This design comes from an exercise in tuning for small area, a short achievable clock period and few clock cycles on the open sky130 flow, not from production work. No functional check of the RTL was part of any run shown here. No activity file was given, so power comes from the tool's default toggle rates.

==> flow/design.v <==
`default_nettype none
module register_file (
	input logic CLK,
	input logic nRST,
	input logic wen,
	input logic [4:0] wsel,
	input logic [31:0] wdat,
	input logic [31:1] rsel1,
	input logic [31:1] rsel2,
	output logic [31:0] rdat1,
	output logic [31:0] rdat2,
	output logic rvld1,
	output logic rvld2
);
	logic [31:0] regs [1:31];
	logic [31:1] vld;
	always_ff @(posedge CLK) begin
		for (int i = 1; i < 32; i++) begin
			if (wen && (wsel == 5'(i))) begin
				regs[i] <= wdat;
			end
		end
	end
	always_ff @(posedge CLK, negedge nRST) begin
		if (!nRST) begin
			vld <= '0;
		end else begin
			for (int i = 1; i < 32; i++) begin
				if (wen && (wsel == 5'(i))) begin
					vld[i] <= 1'b1;
				end
			end
		end
	end
	always_comb begin
		rdat1 = '0;
		rdat2 = '0;
		for (int i = 1; i < 32; i++) begin
			rdat1 = rdat1 | (regs[i] & {32{rsel1[i]}});
			rdat2 = rdat2 | (regs[i] & {32{rsel2[i]}});
		end
	end
	assign rvld1 = |(rsel1 & vld);
	assign rvld2 = |(rsel2 & vld);
endmodule
`default_nettype wire
`default_nettype none
module cpu_top (
	input logic CLK,
	input logic nRST,
	output logic mem_ren,
	output logic mem_wen,
	output logic [31:0] mem_addr,
	output logic [31:0] mem_store,
	input logic [31:0] mem_load,
	input logic mem_ready,
	output logic halt
);
	localparam logic [5:0] OP_RTYPE = 6'h00;
	localparam logic [5:0] OP_BEQ = 6'h04;
	localparam logic [5:0] OP_ADDIU = 6'h09;
	localparam logic [5:0] OP_LW = 6'h23;
	localparam logic [5:0] OP_SW = 6'h2b;
	localparam logic [5:0] OP_HALT = 6'h3f;
	localparam logic [5:0] FN_ADDU = 6'h21;
	localparam logic [5:0] FN_SUBU = 6'h23;
	localparam logic [5:0] FN_AND = 6'h24;
	localparam logic [5:0] FN_OR = 6'h25;
	localparam logic [5:0] FN_SLT = 6'h2a;
	logic [31:2] fa;           
	logic fgo;                 
	logic squash;              
	logic [31:0] ir;
	logic ir_valid;
	logic ir_halt;             
	logic [31:0] opa, opb;     
	logic dpend;               
	logic dact;                
	logic dwe;
	logic [31:0] daddr, sdata;
	logic [4:0] ldst;
	logic [5:0] op, fn;
	logic [4:0] rs, rt, rd;
	logic [31:0] immx;
	logic is_r, r_ok, is_addiu, is_lw, is_sw, is_beq, is_mem;
	assign op = ir[31:26];
	assign fn = ir[5:0];
	assign rs = ir[25:21];
	assign rt = ir[20:16];
	assign rd = ir[15:11];
	assign immx = {{16{ir[15]}}, ir[15:0]};
	assign is_r = (op == OP_RTYPE);
	assign r_ok = is_r && ((fn == FN_ADDU) || (fn == FN_SUBU) || (fn == FN_AND)
		|| (fn == FN_OR) || (fn == FN_SLT));
	assign is_addiu = (op == OP_ADDIU);
	assign is_lw = (op == OP_LW);
	assign is_sw = (op == OP_SW);
	assign is_beq = (op == OP_BEQ);
	assign is_mem = is_lw || is_sw;
	logic x_ok, x_fetch, x_squash, x_mem;
	logic [31:0] bop, bx, sum, result;
	logic [32:0] sum_c;
	logic sub, slt, eq;
	logic rf_wen, x_wen;
	logic [4:0] rf_wsel, x_wsel;
	logic [31:0] rf_wdat;
	assign x_ok = ir_valid && !dact && !dpend;
	assign x_fetch = x_ok && !ir_halt;
	assign x_mem = x_ok && is_mem;
	assign sub = is_r && ((fn == FN_SUBU) || (fn == FN_SLT));
	assign bop = is_r ? opb : immx;
	assign bx = bop ^ {32{sub}};
	assign sum_c = {opa, 1'b1} + {bx, sub};
	assign sum = sum_c[32:1];
	assign slt = (opa[31] != opb[31]) ? opa[31] : sum[31];
	assign eq = (opa == opb);
	always_comb begin
		case (fn)
			FN_AND: result = opa & opb;
			FN_OR: result = opa | opb;
			FN_SLT: result = {31'b0, slt};
			default: result = sum;
		endcase
		if (!is_r) result = sum;
	end
	assign x_squash = x_ok && is_beq && (rs != rt) && eq;
	assign x_wsel = is_r ? rd : rt;
	assign x_wen = x_ok && (r_ok || is_addiu) && (x_wsel != '0);
	always_comb begin
		if (dact) begin
			rf_wen = !dwe && mem_ready && (ldst != '0);
			rf_wsel = ldst;
			rf_wdat = mem_load;
		end else begin
			rf_wen = x_wen;
			rf_wsel = x_wsel;
			rf_wdat = result;
		end
	end
	logic wb_v;
	logic [4:0] wb_sel;
	logic [31:0] wb_dat, rf_a, rf_b, nx_a, nx_b;
	logic [4:0] ld_rs, ld_rt;
	logic [31:1] ld_rs_oh, ld_rt_oh;
	logic rf_va, rf_vb;
	assign ld_rs = mem_load[25:21];
	assign ld_rt = mem_load[20:16];
	always_comb begin
		for (int i = 1; i < 32; i++) begin
			ld_rs_oh[i] = (ld_rs == 5'(i));
			ld_rt_oh[i] = (ld_rt == 5'(i));
		end
	end
	register_file u_rf (
		.CLK(CLK), .nRST(nRST), .wen(wb_v), .wsel(wb_sel), .wdat(wb_dat),
		.rsel1(ld_rs_oh), .rsel2(ld_rt_oh), .rdat1(rf_a), .rdat2(rf_b),
		.rvld1(rf_va), .rvld2(rf_vb)
	);
	function automatic logic [31:0] pick(input logic [4:0] r, input logic [31:0] rf,
			input logic rfv);
		logic [31:0] v;
		if (x_wen && (x_wsel == r)) begin
			v = result;
		end else if (wb_v && (wb_sel == r)) begin
			v = wb_dat;
		end else begin
			v = rf & {32{rfv}};
		end
		pick = v;
	endfunction
	assign nx_a = pick(ld_rs, rf_a, rf_va);
	assign nx_b = pick(ld_rt, rf_b, rf_vb);
	logic f_act, f_done, d_done, ld_wb, sq_now, uncond;
	logic [29:0] fa_seq, fa_ld, fa_br;
	assign f_act = !dact && (fgo || x_fetch);
	assign f_done = f_act && mem_ready;
	assign d_done = dact && mem_ready;
	assign ld_wb = d_done && !dwe && (ldst != '0);
	assign sq_now = squash || x_squash;
	assign uncond = (mem_load[31:26] == OP_BEQ) && (mem_load[25:21] == mem_load[20:16]);
	assign fa_seq = fa + 30'd1;
	assign fa_ld = fa + {{14{mem_load[15]}}, mem_load[15:0]} + 30'd1;
	assign fa_br = fa + {{14{ir[15]}}, ir[15:0]};
	assign mem_ren = dact ? !dwe : (fgo || (ir_valid && !dpend && !ir_halt));
	assign mem_wen = dact && dwe;
	assign mem_addr = dact ? daddr : {fa, 2'b00};
	assign mem_store = sdata;
	assign halt = ir_valid && ir_halt && !dact && !dpend;
	always_ff @(posedge CLK, negedge nRST) begin
		if (!nRST) begin
			fa <= '0;
			fgo <= 1'b1;
			squash <= 1'b0;
			ir_valid <= 1'b0;
			dpend <= 1'b0;
			dact <= 1'b0;
		end else begin
			if (x_fetch) begin
				ir_valid <= 1'b0;
			end
			if (f_done) begin
				fgo <= sq_now;
				squash <= 1'b0;
				if (sq_now) begin
					fa <= fa_br;
				end else begin
					ir_valid <= 1'b1;
					fa <= uncond ? fa_ld : fa_seq;
					if (dpend || x_mem) begin
						dact <= 1'b1;
						dpend <= 1'b0;
					end
				end
			end else if (f_act) begin
				fgo <= 1'b1;
				squash <= sq_now;
				dpend <= dpend || x_mem;
			end
			if (d_done) begin
				dact <= 1'b0;
			end
		end
	end
	always_ff @(posedge CLK, negedge nRST) begin
		if (!nRST) begin
			wb_v <= 1'b0;
		end else begin
			wb_v <= rf_wen;
		end
	end
	always_ff @(posedge CLK) begin
		wb_sel <= rf_wsel;
		wb_dat <= rf_wdat;
		if (f_done) begin
			ir <= mem_load;
			ir_halt <= (mem_load[31:26] == OP_HALT);
			opa <= nx_a;
			opb <= nx_b;
		end else begin
			if (ld_wb && (ldst == rs)) opa <= mem_load;
			if (ld_wb && (ldst == rt)) opb <= mem_load;
		end
		if (x_mem) begin
			daddr <= sum;
			sdata <= opb;
			dwe <= is_sw;
			ldst <= rt;
		end
	end
endmodule
`default_nettype wire
==> flow/run.sh <==
#!/bin/bash
# synth_recipe.tcl (not shown) runs the flow's synth.tcl, then flattens the netlist and writes it again
# the make line also repeats each setting of config.mk as NAME=value (left out here)
make -C /OpenROAD-flow-scripts/flow DESIGN_CONFIG=/design/flow/config.mk WORK_HOME=/design/flow/orfs CLKGATE_MAP_FILE= SYNTH_SCRIPT=/design/flow/synth_recipe.tcl finish
==> flow/config.mk <==
export PLATFORM = sky130hd
export DESIGN_NAME = cpu_top
export DESIGN_NICKNAME = cpu_top
export VERILOG_FILES = /design/flow/design.v
export SDC_FILE = /design/flow/constraint.sdc
export NUM_CORES = 4
export LEC_CHECK = 0
export ABC_CLOCK_PERIOD_IN_PS = 3500
export CAP_MARGIN = 40
export CELL_PAD_IN_SITES_DETAIL_PLACEMENT = 1
export CELL_PAD_IN_SITES_GLOBAL_PLACEMENT = 2
export CORE_MARGIN = 2
export CORE_UTILIZATION = 25
export PLACE_DENSITY = 0.5
export SETUP_SLACK_MARGIN = 5
export SLEW_MARGIN = 20
==> flow/constraint.sdc <==
create_clock -name core_clock -period 10.0 [get_ports {CLK}]
set_input_delay 2.0000 -clock core_clock [delete_from_list [all_inputs] [get_ports {CLK}]]
set_output_delay 2.0000 -clock core_clock [all_outputs]
set_load 0.01 [all_outputs]
==> out/results.ini, run 1 <==
[timing]
setup_tns_ns = 0
tightest_slew_ns = 0.9801
finalCritPeriodShare_pct = 51.05
setup-violations-final = 0
min_period_ns = 5.105
max_freq_mhz = 195.9
rsz0062_at_grt = true
drv_slew = 0
clock_skew_ns = 0.03499
maxSlewHeadroom_pct = 34.16
finalHoldViolations = 0

[place]
place_congestion = 0.8733
port_buffers = 101
dp_hpwl_mm = 239.8
dp.cells = 8284

[logic_synthesis]
yosysTopAreaCell = edfxtp_1
seq_area_frac_synth_pct = 61.19
synth_flop_cell = edfxtp_1
synthTopCellsByArea = edfxtp_1 (57%), a22oi_1 (11%), ha_1 (3.2%), nand2_1 (3.0%), dfrtp_1 (2.7%)
netlist_top_cells_count = edfxtp_1 (1159), a22oi_1 (923), nand2_1 (484)
synth_cell_types = 81
netlist_instances = 4998
synth_top_cell_area_share_pct = 57.21
synth_edf_count = 1159
synth.avg_cell_area_um2 = 12.17
ys_seq_elements = 1263
synth_warnings = 3
async_reset_ff_share_pct = 5.305
syn_nets = 5189
syn_area_um2 = 60830
yosys.cell_count.top_type = edfxtp_1

[global_routing]
grt_pass1_vias = 51323
grt_pass1_wl_mm = 489.4
overflow = 0
grt_use_total_pct = 29.10
grt_max_degree = 51
antenna_found_initial = 21

[die]
die_h_um = 497.3
fp-row-count = 181
die_area_um2 = 247300
core_region_area_um2 = 242500
die_width_um = 497.3
start_util_pct = 25.08
ios = 102

[finish]
area_delta_synth_final_pct = 23.08
stdcell_count = 8663
utilization_pct = 30.87
finalNetCount = 5516
drive_above_1_share_pct = 16.76

[cts]
path_clk_slew_ns = 0.06
cts_buffers = 151
cts_tree = done
holdBufCountCts = 0
cts_max_level = 4
clock_sinks = 1263
insertion_delay_ns = 0.84
clockRootBuffer = clkbuf_16
clk_path_buf_depth = 3

[routing]
drtIter0Drc = 8176
routedWlPerCell_um = 42.95
first_pass_iters = 8
dr_wl_met2_mm = 169.9
dr_wl_met3_mm = 32.68
dr.max_layer_used = met5
via_count = 52044
drc = 0
postRouteAntennaNets = 0
wl_mm = 372.1
wl_met1_mm = 151.6
viasPerCell = 6.008

[critical_path]
cp_data_required_time_ns = 10.63
path_class = primary input to flip-flop
cp-start-kind = primary input
end_kind = flip-flop
crit_arrival_ns = 5.74
cp_max_fo = 17

[outcome]
outcome = complete, no violations

[power_and_ir_drop]
ir_drop_uv = 191.2
p_leak_nw = 25.93
p_per_area_nw_per_um2 = 239.3

[flow_run]
drv_cap = 0

[hold_path]
min_path_type = flip-flop to flip-flop

## registers in the layout, summed over array words and instances (netlist names)
name	flops
ldst	5
ir	32
u_rf.vld	31
opb	32
fgo	1
squash	1
sdata	32
fa	30
dpend	1
dact	1
ir_halt	1
wb_v	1
wb_sel	5
ir_valid	1
opa	32
u_rf.regs	992
dwe	1
wb_dat	32
daddr	32
## cells by family (layout without fill, tap and decap cells)
logic type / count (synthesis) / count (layout) / share of synthesized area, %
mux: 79 / 79 / 1.399
flops: 1263 / 1263 / 61.19
fa+ha+maj: 156 / 156 / 3.233
xor+xnor: 178 / 178 / 2.575
other cells: 0 / 7 / 0
simple gates: 1259 / 1260 / 9.601
compound gates: 1640 / 1640 / 19.36
buf+inv: 423 / 878 / 2.647
## cell usage in the layout (no fill, tap or decap), drive strengths merged, types with 13 or more instances in the layout
master and instances:
a211oi 82, a21o 47, a21oi 227, a222oi 66, a22oi 923, a31oi 16, and2 13, and3 20
buf 371, clkbuf 198, clkdlybuf4s50 87, clkinv 59, dfrtp 66, dfxtp 37, edfxtp 1159, ha 154
inv 130, mux2 48, mux2i 31, nand2 484, nand2b 17, nand3 112, nand4 65, nor2 253
nor2b 17, nor3 133, nor4 46, o211ai 13, o21ai 101, o21bai 14, o31ai 49, or2 49
or3 15, xnor2 124, xor2 54
## per-stage QoR
step / cell area, um^2 / setup WS, ns / hold WS, ns / power [mW]
4_1_cts: 74190 / 4.876 / 0.4996 / 17.80
6_report: 74870 / 4.895 / 0.5136 / 17.92
3_3_place_gp: 67390 / 2.278 / 0.4885 / 11.90
3_5_place_dp: 68510 / 2.742 / 0.4838 / 11.97
5_1_grt: 74860 / 4.935 / 0.5179 / 18.46
2_1_floorplan: 60830 / 3.899 / 0.4378 / 9.552
## final timing paths
path	slack [ns]	cells past startpoint	endpoint	start
max	4.89	12	opa[22]$_DFFE_PP_	mem_load[23]
min	0.51	1	u_rf.vld[30]$_DFFE_PN0P_	u_rf.vld[30]$_DFFE_PN0P_
max reg2reg	5.17	16	opb[30]$_DFFE_PP_	ir[4]$_DFFE_PP_
min reg2reg	0.51	1	u_rf.vld[30]$_DFFE_PN0P_	u_rf.vld[30]$_DFFE_PN0P_
max in group asynchronous	7.79	2	u_rf.vld[31]$_DFFE_PN0P_	nRST
min in group asynchronous	1.12	1	fa[26]$_DFFE_PN0P_	nRST
## report_power, final
| part | total (mW) | switching [mW] | leakage [nW] | internal (mW) |
|---|---|---|---|---|
| Clock | 5.69 | 2.48 | 2.39 | 3.21 |
| Sequential | 7.39 | 0.576 | 11.7 | 6.81 |
| Combinational | 4.84 | 3.29 | 11.9 | 1.55 |
## critical path: stages
cell	delay, ns
clkdlybuf4s50_1	0.55
buf_8	0.19
or3b_2	0.60
nor2_4	0.50
buf_4	0.62
a22oi_1	0.14
nand3_1	0.13
nor3_1	0.06
buf_4	0.14
a21oi_4	0.33
a21oi_1	0.12
a221oi_2	0.28
## cell type report
class                   instances  area (um^2)
flip-flops and latches       1263        37230
fillers                     25973       167700
clock buffers                 194         4065
multi-input cells            3313        23300
diodes                          7        17.52
clock inverters                88        880.8
well taps                    3202         4006
inverters                     122        457.9
repair buffers                474         4916
## per-layer routing
metal / vias up / global-route usage (%)
li1: 20522 / -
met1: 27462 / 38.14
met2: 3245 / 46.70
met3: 801 / 6.045
met4: 14 / 11.72
met5: - / 0.5595
## timing repair
item	CTS	global route
pin swaps	28	24
gates resized for setup	108	69
setup buffers	42	39
endpoints found under the setup margin	129	64
gates cloned	1	1
==> run 2: changes to the inputs <==
--- a/flow/design.v
+++ b/flow/design.v
@@ -69,7 +69,6 @@
 	localparam logic [5:0] FN_SLT = 6'h2a;
 	logic [31:2] fa;           
 	logic fgo;                 
-	logic squash;              
 	logic [31:0] ir;
 	logic ir_valid;
 	logic ir_halt;             
@@ -97,7 +96,7 @@
 	assign is_sw = (op == OP_SW);
 	assign is_beq = (op == OP_BEQ);
 	assign is_mem = is_lw || is_sw;
-	logic x_ok, x_fetch, x_squash, x_mem;
+	logic x_ok, x_fetch, x_taken, x_mem;
 	logic [31:0] bop, bx, sum, result;
 	logic [32:0] sum_c;
 	logic sub, slt, eq;
@@ -105,7 +104,7 @@
 	logic [4:0] rf_wsel, x_wsel;
 	logic [31:0] rf_wdat;
 	assign x_ok = ir_valid && !dact && !dpend;
-	assign x_fetch = x_ok && !ir_halt;
+	assign x_fetch = x_ok && !ir_halt && !x_taken;
 	assign x_mem = x_ok && is_mem;
 	assign sub = is_r && ((fn == FN_SUBU) || (fn == FN_SLT));
 	assign bop = is_r ? opb : immx;
@@ -123,7 +122,7 @@
 		endcase
 		if (!is_r) result = sum;
 	end
-	assign x_squash = x_ok && is_beq && (rs != rt) && eq;
+	assign x_taken = x_ok && is_beq && (rs != rt) && eq;
 	assign x_wsel = is_r ? rd : rt;
 	assign x_wen = x_ok && (r_ok || is_addiu) && (x_wsel != '0);
 	always_comb begin
@@ -170,18 +169,17 @@
 	endfunction
 	assign nx_a = pick(ld_rs, rf_a, rf_va);
 	assign nx_b = pick(ld_rt, rf_b, rf_vb);
-	logic f_act, f_done, d_done, ld_wb, sq_now, uncond;
+	logic f_act, f_done, d_done, ld_wb, uncond;
 	logic [29:0] fa_seq, fa_ld, fa_br;
 	assign f_act = !dact && (fgo || x_fetch);
 	assign f_done = f_act && mem_ready;
 	assign d_done = dact && mem_ready;
 	assign ld_wb = d_done && !dwe && (ldst != '0);
-	assign sq_now = squash || x_squash;
 	assign uncond = (mem_load[31:26] == OP_BEQ) && (mem_load[25:21] == mem_load[20:16]);
 	assign fa_seq = fa + 30'd1;
 	assign fa_ld = fa + {{14{mem_load[15]}}, mem_load[15:0]} + 30'd1;
 	assign fa_br = fa + {{14{ir[15]}}, ir[15:0]};
-	assign mem_ren = dact ? !dwe : (fgo || (ir_valid && !dpend && !ir_halt));
+	assign mem_ren = dact ? !dwe : (fgo || x_fetch);
 	assign mem_wen = dact && dwe;
 	assign mem_addr = dact ? daddr : {fa, 2'b00};
 	assign mem_store = sdata;
@@ -190,30 +188,27 @@
 		if (!nRST) begin
 			fa <= '0;
 			fgo <= 1'b1;
-			squash <= 1'b0;
 			ir_valid <= 1'b0;
 			dpend <= 1'b0;
 			dact <= 1'b0;
 		end else begin
-			if (x_fetch) begin
+			if (x_fetch || x_taken) begin
 				ir_valid <= 1'b0;
 			end
+			if (x_taken) begin
+				fa <= fa_br;
+				fgo <= 1'b1;
+			end
 			if (f_done) begin
-				fgo <= sq_now;
-				squash <= 1'b0;
-				if (sq_now) begin
-					fa <= fa_br;
-				end else begin
-					ir_valid <= 1'b1;
-					fa <= uncond ? fa_ld : fa_seq;
-					if (dpend || x_mem) begin
-						dact <= 1'b1;
-						dpend <= 1'b0;
-					end
+				fgo <= 1'b0;
+				ir_valid <= 1'b1;
+				fa <= uncond ? fa_ld : fa_seq;
+				if (dpend || x_mem) begin
+					dact <= 1'b1;
+					dpend <= 1'b0;
 				end
 			end else if (f_act) begin
 				fgo <= 1'b1;
-				squash <= sq_now;
 				dpend <= dpend || x_mem;
 			end
 			if (d_done) begin
--- a/flow/config.mk
+++ b/flow/config.mk
@@ -5,12 +5,14 @@
 export SDC_FILE = /design/flow/constraint.sdc
 export NUM_CORES = 4
 export LEC_CHECK = 0
-export ABC_CLOCK_PERIOD_IN_PS = 3500
 export CAP_MARGIN = 40
 export CELL_PAD_IN_SITES_DETAIL_PLACEMENT = 1
 export CELL_PAD_IN_SITES_GLOBAL_PLACEMENT = 2
 export CORE_MARGIN = 2
 export CORE_UTILIZATION = 25
+export CTS_CLUSTER_DIAMETER = 100
+export CTS_CLUSTER_SIZE = 22
 export PLACE_DENSITY = 0.5
 export SETUP_SLACK_MARGIN = 5
 export SLEW_MARGIN = 20
+export TNS_END_PERCENT = 10
==> run 2 against run 1 <==
First-iteration DRC count down 9.2%. Clock power fell by 36%. Cell area decreased by 2.6%. Clock skew grew 0.024 ns. Synthesized cell count increased by 1.8%. Core utilization fell by 0.90 points.
==> out/results.ini, run 2 <==
[outcome]
outcome = complete, no violations

[routing]
drc = 0
drtIter0Drc = 7424
viasPerCell = 5.994
postRouteAntennaNets = 0
wl_mm = 360.3
via_count = 51797
routedWlPerCell_um = 41.70
first_pass_iters = 9

[critical_path]
cp-endpoint = opa[9]$_DFFE_PP_
cp-start-kind = primary input
cp_top_family = buffers and inverters
crit_arrival_ns = 5.80
path_class = primary input to flip-flop
r2r_end = opa[30]$_DFFE_PP_
rr_worst_depth = 17
startpoint = mem_load[22]
reg2reg_slack_ns = 4.88
cpMostUsedCell = buf_4
end_kind = flip-flop
max_stage_delay_ns = 0.50
cp.depth = 14
cp_cell_sequence = clkdlybuf4s50_1 -> buf_4 -> or3b_4 -> nor2_4 -> buf_8 -> buf_16 -> buf_4 -> buf_4 -> a22oi_1 -> nand2_1 -> nor3_1 -> a21oi_1 -> a211oi_1 -> o31ai_1
crit_buf_inv = 6
reg2reg_from = ir[30]$_DFFE_PP_
cp_slowest_cell = or3b_4
cp_max_fo = 14
cp_data_required_time_ns = 10.58

[cts]
cts_max_level = 3
insertion_delay_ns = 0.79
clock_sinks = 1262
clk_path_buf_depth = 3
path_clk_slew_ns = 0.09
holdBufCountCts = 0
cts_buffers = 76
clockRootBuffer = clkbuf_16
cts_tree = done

[logic_synthesis]
synth_edf_count = 1159
synth_simple_gate_area_share_pct = 9.963
netlist_top_cells_count = edfxtp_1 (1159), a22oi_1 (914), nand2_1 (521)
synth_top_family_by_area = compound AO/OA/AOI/OAI gates
synth_top_cell_area_share_pct = 56.85
synthAdderAreaFrac_pct = 3.213
synth-xor-area-share_pct = 2.542
seq_area_frac_synth_pct = 60.75
synth.avg_cell_area_um2 = 12.03
synth_flop_cell = edfxtp_1
ys_seq_elements = 1262
syn_nets = 5280
post_synth_mux_area_share_pct = 1.175
async_reset_ff_share_pct = 5.230
synth_warnings = 3
yosys.cell_count.top_type = edfxtp_1
netlist_instances = 5089
syn_area_um2 = 61220
yosysTopAreaCell = edfxtp_1
synth_cell_types = 89
synthTopCellsByArea = edfxtp_1 (57%), a22oi_1 (11%), nand2_1 (3.2%), ha_1 (3.1%), dfrtp_1 (2.7%)
synth-compound-area-share_pct = 19.71

[die]
start_util_pct = 25.15
core_region_area_um2 = 243500
die_width_um = 498.9
die_h_um = 498.9
die_area_um2 = 248900
ios = 102
fp-row-count = 181

[timing]
rsz0062_at_grt = true
maxSlewHeadroom_pct = 29.18
setup-violations-final = 0
max_freq_mhz = 191.6
clock_skew_ns = 0.05899
finalCritPeriodShare_pct = 52.20
finalHoldViolations = 0
drv_slew = 0
setup_tns_ns = 0
min_period_ns = 5.220
tightest_slew_ns = 1.054
layout_setup_ws_ns = 4.780

[global_routing]
antenna_found_initial = 21
grt_use_total_pct = 28.03
overflow = 0
grt_pass1_wl_mm = 478.1
grt_max_degree = 76
grt_pass1_vias = 51450

[power_and_ir_drop]
ir_drop_uv = 133.8
p_leak_nw = 24.90
total_power_mw = 15.95
p_per_area_nw_per_um2 = 218.6

[flow_run]
drv_cap = 0

[finish]
seq_area_um2 = 37200
utilization_pct = 29.96
layout_common_cells = edfxtp_1 (1159), a22oi_1 (914), nand2_1 (517)
finalNetCount = 5581
final_common_cell = edfxtp_1
top_register = u_rf.regs
area_delta_synth_final_pct = 19.15
n_fill_cell = 26233
largest_reg_flops = 992
stdcell_count = 8642
multi_input_area_um2 = 23760
drive_above_1_share_pct = 15.84

[place]
dp_hpwl_mm = 233.8
dp.cells = 8386
dp_slack_ns = 2.993
place_congestion = 0.8906
port_buffers = 101

[hold_path]
min_path_type = flip-flop to flip-flop

-- run 2: cell count changes after synthesis, moves of 12 or more --
| cell | previous run | this run |
|---|---|---|
| nand2_1 | 484 | 521 |
| o21ai_1 | 0 | 41 |
| a31oi_1 | 16 | 29 |
| or2_2 | 48 | 32 |
| mux2i_1 | 31 | 16 |
| a21oi_1 | 227 | 243 |
| o31ai_1 | 49 | 28 |
| clkbuf_1 | 282 | 270 |
| a21o_1 | 47 | 59 |
| o21ai_0 | 100 | 112 |
| a211oi_1 | 81 | 52 |
| nor4_1 | 44 | 65 |
-- run 2: power breakdown --
group | switching, mW | internal (mW)
registers | 0.503 | 6.79
logic | 3.32 | 1.69
clock network | 2.05 | 1.59
-- run 2: layout make-up --
class / instances / share of cell area, %
repair buffers: 527 / 6.909
diodes: 4 / 0.01372
clock buffers: 90 / 2.794
multi-input cells: 3403 / 32.57
clock inverters: 34 / 0.5900
well taps: 3202 / 5.492
flip-flops and latches: 1262 / 51.00
inverters: 120 / 0.6260
-- run 2: repair_timing --
item,in CTS,in global routing
setup buffers,82,40
gates cloned,1,0
resized for setup,111,53
pin swaps,29,14
setup endpoints to repair,125,73
-- run 2: kinds of logic after synthesis --
| kind of cell | count (synthesis) |
|---|---|
| AOI/OAI and AO/OA | 1698 |
| and+or+nand+nor | 1308 |
| DFF | 1262 |
| buffers and inverters | 424 |
| xor gates and xnor gates | 176 |
| adders and majority gates | 156 |
| muxes | 65 |
-- run 2: routing by layer --
metal  vias to the layer above  track usage [%]  share of wire [%]
li1                      20699                -                  -
met1                     27274            36.02                 40
met2                      3069            45.23                 46
met3                       751            5.977                8.5
met4                         4            12.34                5.2
met5                         -                0             0.0058
-- run 2: worst min-delay path by stage --
stage                             startpoint                        to  slack, ns  cells past startpoint
finish                  ir_valid$_DFFE_PN0P_      ir_valid$_DFFE_PN0P_       0.52                      1
CTS                     ir_valid$_DFFE_PN0P_      ir_valid$_DFFE_PN0P_       0.51                      1
floorplan           u_rf.vld[14]$_DFFE_PN0P_  u_rf.vld[14]$_DFFE_PN0P_       0.45                      2
detailed placement      ir_valid$_DFFE_PN0P_      ir_valid$_DFFE_PN0P_       0.50                      1
global route            ir_valid$_DFFE_PN0P_      ir_valid$_DFFE_PN0P_       0.54                      1
global placement     u_rf.vld[2]$_DFFE_PN0P_   u_rf.vld[2]$_DFFE_PN0P_       0.49                      1
-- run 2: per-stage QoR --
stage          cell area (um^2)  hold slack (ns)
6_report                  72950           0.5231
4_1_cts                   72340           0.5136
3_3_place_gp              67730           0.4852
3_5_place_dp              68770           0.4953
2_1_floorplan             61230           0.4536
5_1_grt                   72940           0.5396
==> run 3: changes to the inputs <==
==> flow/flow/run.sh (new file) <==
#!/bin/bash
set -euo pipefail
MARGIN=${MARGIN:-6}
sed -e "s|\"\${@:-finish}\"|SETUP_SLACK_MARGIN=$MARGIN \"\${@:-finish}\"|" standard.sh > standard_margin.sh
grep -q "SETUP_SLACK_MARGIN=$MARGIN" standard_margin.sh
bash standard_margin.sh > flow_make.log 2>&1
==> flow/standard.sh (new file) <==
#!/bin/bash
# synth_recipe.tcl (not shown) runs the flow's synth.tcl, then flattens the netlist and writes it again
# the make line also repeats each setting of config.mk as NAME=value (left out here)
make -C /OpenROAD-flow-scripts/flow DESIGN_CONFIG=/design/flow/config.mk WORK_HOME=/design/flow/orfs CLKGATE_MAP_FILE= SYNTH_SCRIPT=/design/flow/synth_recipe.tcl "${@:-finish}"
--- a/flow/config.mk
+++ b/flow/config.mk
@@ -13,6 +13,5 @@
 export CTS_CLUSTER_DIAMETER = 100
 export CTS_CLUSTER_SIZE = 22
 export PLACE_DENSITY = 0.5
-export SETUP_SLACK_MARGIN = 5
 export SLEW_MARGIN = 20
 export TNS_END_PERCENT = 10
removed: flow/run.sh
==> run 3 against run 2 <==
Worst hold slack lost 0.0072 ns. Clock skew increased by 0.020 ns. Synthesized area is the same. Clock power is essentially flat. Non-clock buffer count grew 213. Critical endpoint is now mem_ren. Combinational power grew 15%. Largest power group unchanged. Critical path depth fell by 7. Still clean. Cell area up 5.7%. Cell count rose by 2.6%. Sequential power barely moved. Largest cell class unchanged. First-iteration DRC count rose by 13%.
==> out/results.ini, run 3 <==
[place]
dp_slack_ns = 2.922
port_buffers = 101
dp.cells = 8370
dp_hpwl_mm = 230.9
place_congestion = 0.8981

[flow_run]
drv_cap = 0

[hold_path]
min_path_type = flip-flop to flip-flop
min_from = ir_valid$_DFFE_PN0P_

[power_and_ir_drop]
total_power_mw = 16.72
power_frac_seq_pct = 43.5
p_per_area_nw_per_um2 = 216.9
p_int_mw = 10.49
ir_drop_uv = 164.9
swShare_pct = 37.26
pwr-share-clk_pct = 21.9
power_switching_mw = 6.230
p_leak_nw = 26.71
combPwrFrac_pct = 34.6

[critical_path]
reg2reg_from = ir[28]$_DFFE_PP_
max_stage_delay_ns = 0.56
cp_slowest_cell = edfxtp_1
path_class = flip-flop to output port
cp_cell_sequence = nor2_1 -> nand2_1 -> nor4_2 -> buf_4 -> a21o_1 -> a31oi_1 -> buf_2
startpoint = ir[31]$_DFFE_PP_
cp_max_fo = 5
end_kind = output port
crit_arrival_ns = 3.08
cp_top_family = simple AND/OR/NAND/NOR gates
crit_buf_inv = 2
cp_data_required_time_ns = 8.00
cp-start-kind = flip-flop

[logic_synthesis]
async_reset_ff_share_pct = 5.230
syn_area_um2 = 61220
netlist_top_cells_count = edfxtp_1 (1159), a22oi_1 (914), nand2_1 (521)
synth_cell_types = 89
ys_seq_elements = 1262
synth.avg_cell_area_um2 = 12.03
yosys.cell_count.top_type = edfxtp_1
synth_edf_count = 1159
synth_flop_cell = edfxtp_1
syn_nets = 5280
seq_area_frac_synth_pct = 60.75
synth_top_cell_area_share_pct = 56.85
synthTopCellsByArea = edfxtp_1 (57%), a22oi_1 (11%), nand2_1 (3.2%), ha_1 (3.1%), dfrtp_1 (2.7%)
netlist_instances = 5089
yosysTopAreaCell = edfxtp_1
synth_warnings = 3

[cts]
path_clk_slew_ns = 0.08
cts_buffers = 79
insertion_delay_ns = 0.81
clk_path_buf_depth = 3
cts_tree = done
holdBufCountCts = 0
clock_sinks = 1262
cts_max_level = 3
clockRootBuffer = clkbuf_16

[finish]
top_register = u_rf.regs
area_delta_synth_final_pct = 25.89
stdcell_count = 8866
final_common_cell = edfxtp_1
drive_above_1_share_pct = 21.80
finalNetCount = 5799
largest_reg_flops = 992
layout_common_cells = edfxtp_1 (1159), a22oi_1 (907), nand2_1 (508)

[global_routing]
antenna_found_initial = 23
grt_pass1_wl_mm = 490.9
grt_pass1_vias = 52566
overflow = 0
grt_max_degree = 77
grt_use_total_pct = 28.92

[die]
fp-row-count = 181
core_region_area_um2 = 243500
start_util_pct = 25.15
die_h_um = 498.9
die_area_um2 = 248900
die_width_um = 498.9
ios = 102

[timing]
finalCritPeriodShare_pct = 50.82
setup_tns_ns = 0
drv_slew = 0
finalHoldViolations = 0
setup-violations-final = 0
rsz0062_at_grt = true
min_period_ns = 5.082
clock_skew_ns = 0.07942
max_freq_mhz = 196.8
layout_setup_ws_ns = 4.918
tightest_slew_ns = 0.9155
maxSlewHeadroom_pct = 38.46

[routing]
dr_wl_met3_mm = 33.99
wl_mm = 373.8
routedWlPerCell_um = 42.16
wl_met1_mm = 151.3
dr_wl_met2_mm = 166.8
dr.max_layer_used = met5
first_pass_iters = 9
drtIter0Drc = 8362
postRouteAntennaNets = 0
via_count = 53310
viasPerCell = 6.013
drc = 0

[outcome]
outcome = complete, no violations

run 3: cell counts after synthesis:
Identical to the previous run, type by type.
run 3: area by class of cell:
type	count	area [um^2]
diodes	8	20.02
clock inverters	39	475.5
repair buffers	740	7959
well taps	3202	4006
multi-input cells	3405	24930
flip-flops and latches	1262	37200
inverters	120	470.5
clock buffers	90	2018
fillers	26058	166400
run 3: per-stage QoR:
step | cell area, um^2 | hold WS (ns) | utilization [%]
after floorplan | 61340 | 0.4536 | -
after global placement | 67780 | 0.4872 | 27.84
after detailed placement | 68770 | 0.4951 | 28.25
after CTS | 75900 | 0.5175 | 31.17
after global routing | 77060 | 0.5268 | 31.65
final | 77080 | 0.5159 | 31.66
run 3: worst paths after layout:
| check | cells past startpoint | slack, ns | endpoint |
|---|---|---|---|
| hold reg to reg | 1 | 0.52 | ir_valid$_DFFE_PN0P_ |
| max in group asynchronous | 2 | 7.62 | dact$_DFFE_PN0P_ |
| hold / removal | 1 | 0.52 | ir_valid$_DFFE_PN0P_ |
| setup / recovery | 7 | 4.92 | mem_ren |
| setup reg to reg | 20 | 5.43 | opa[24]$_DFFE_PP_ |
| min in group asynchronous | 1 | 1.18 | fa[25]$_DFFE_PN0P_ |
run 3: repair_timing:
item / 4_1_cts / 5_1_grt
gates cloned: 18 / 2
setup buffers: 273 / 60
setup endpoints to repair: 278 / 181
pin swaps: 92 / 58
gates resized for setup: 429 / 157
run 3: cells by family after synthesis:
kind of cell / Yosys count / synth area share (%)
and+or+nand+nor: 1308 / 9.963
buffers and inverters: 424 / 2.644
adders and majority gates: 156 / 3.213
DFF: 1262 / 60.75
muxes: 65 / 1.175
xor gates and xnor gates: 176 / 2.542
AOI/OAI and AO/OA: 1698 / 19.71
run 3: layer usage:
layer	GRT usage, %	up-vias
met5	0	-
met4	14.04	14
met3	6.118	892
met2	45.36	3463
met1	37.80	27791
li1	-	21150
run 3: power groups by stage:
stage          Sequential [mW]  Clock [mW]  Combinational [mW]
2_1_floorplan             7.39           0                2.48
3_3_place_gp              7.51           0                4.48
3_5_place_dp              7.42           0                4.65
4_1_cts                   7.26        3.72                5.38
5_1_grt                   7.31        3.87                6.16
6_report                  7.27        3.67                5.78

port drivers added, routing unchanged:
Ports are ideal in the flow. The routed layouts listed here were re-timed in OpenROAD.
Step 1 sets driving cells, clkbuf_16 on the clock port and buf_2 on the other inputs (assumed; they add their load-dependent delay and slew).
Step 2, shift: input delay + t, output delay - t, t = (earliest + latest rising clock arrival at the registers) / 2. This alone moves slack from input paths to output paths.
Slacks: no drivers / after step 1 / after step 2; pairs: no drivers / after step 1.
run | t, ns | setup WS [ns] | worst slew at a driven data input, ns
run 1 | 0.918 | 4.895 / 4.962 / 4.044 | 0.06
run 2 | 0.842 | 4.780 / 4.792 / 3.994 | 0.09
run 3 | 0.863 | 4.918 / 4.826 / 4.495 | 0.11
After both steps every run listed still meets setup and hold. For run 1, which loses most, drivers alone change the setup slack by +0.067 ns; drivers and shift together by -0.851 ns.
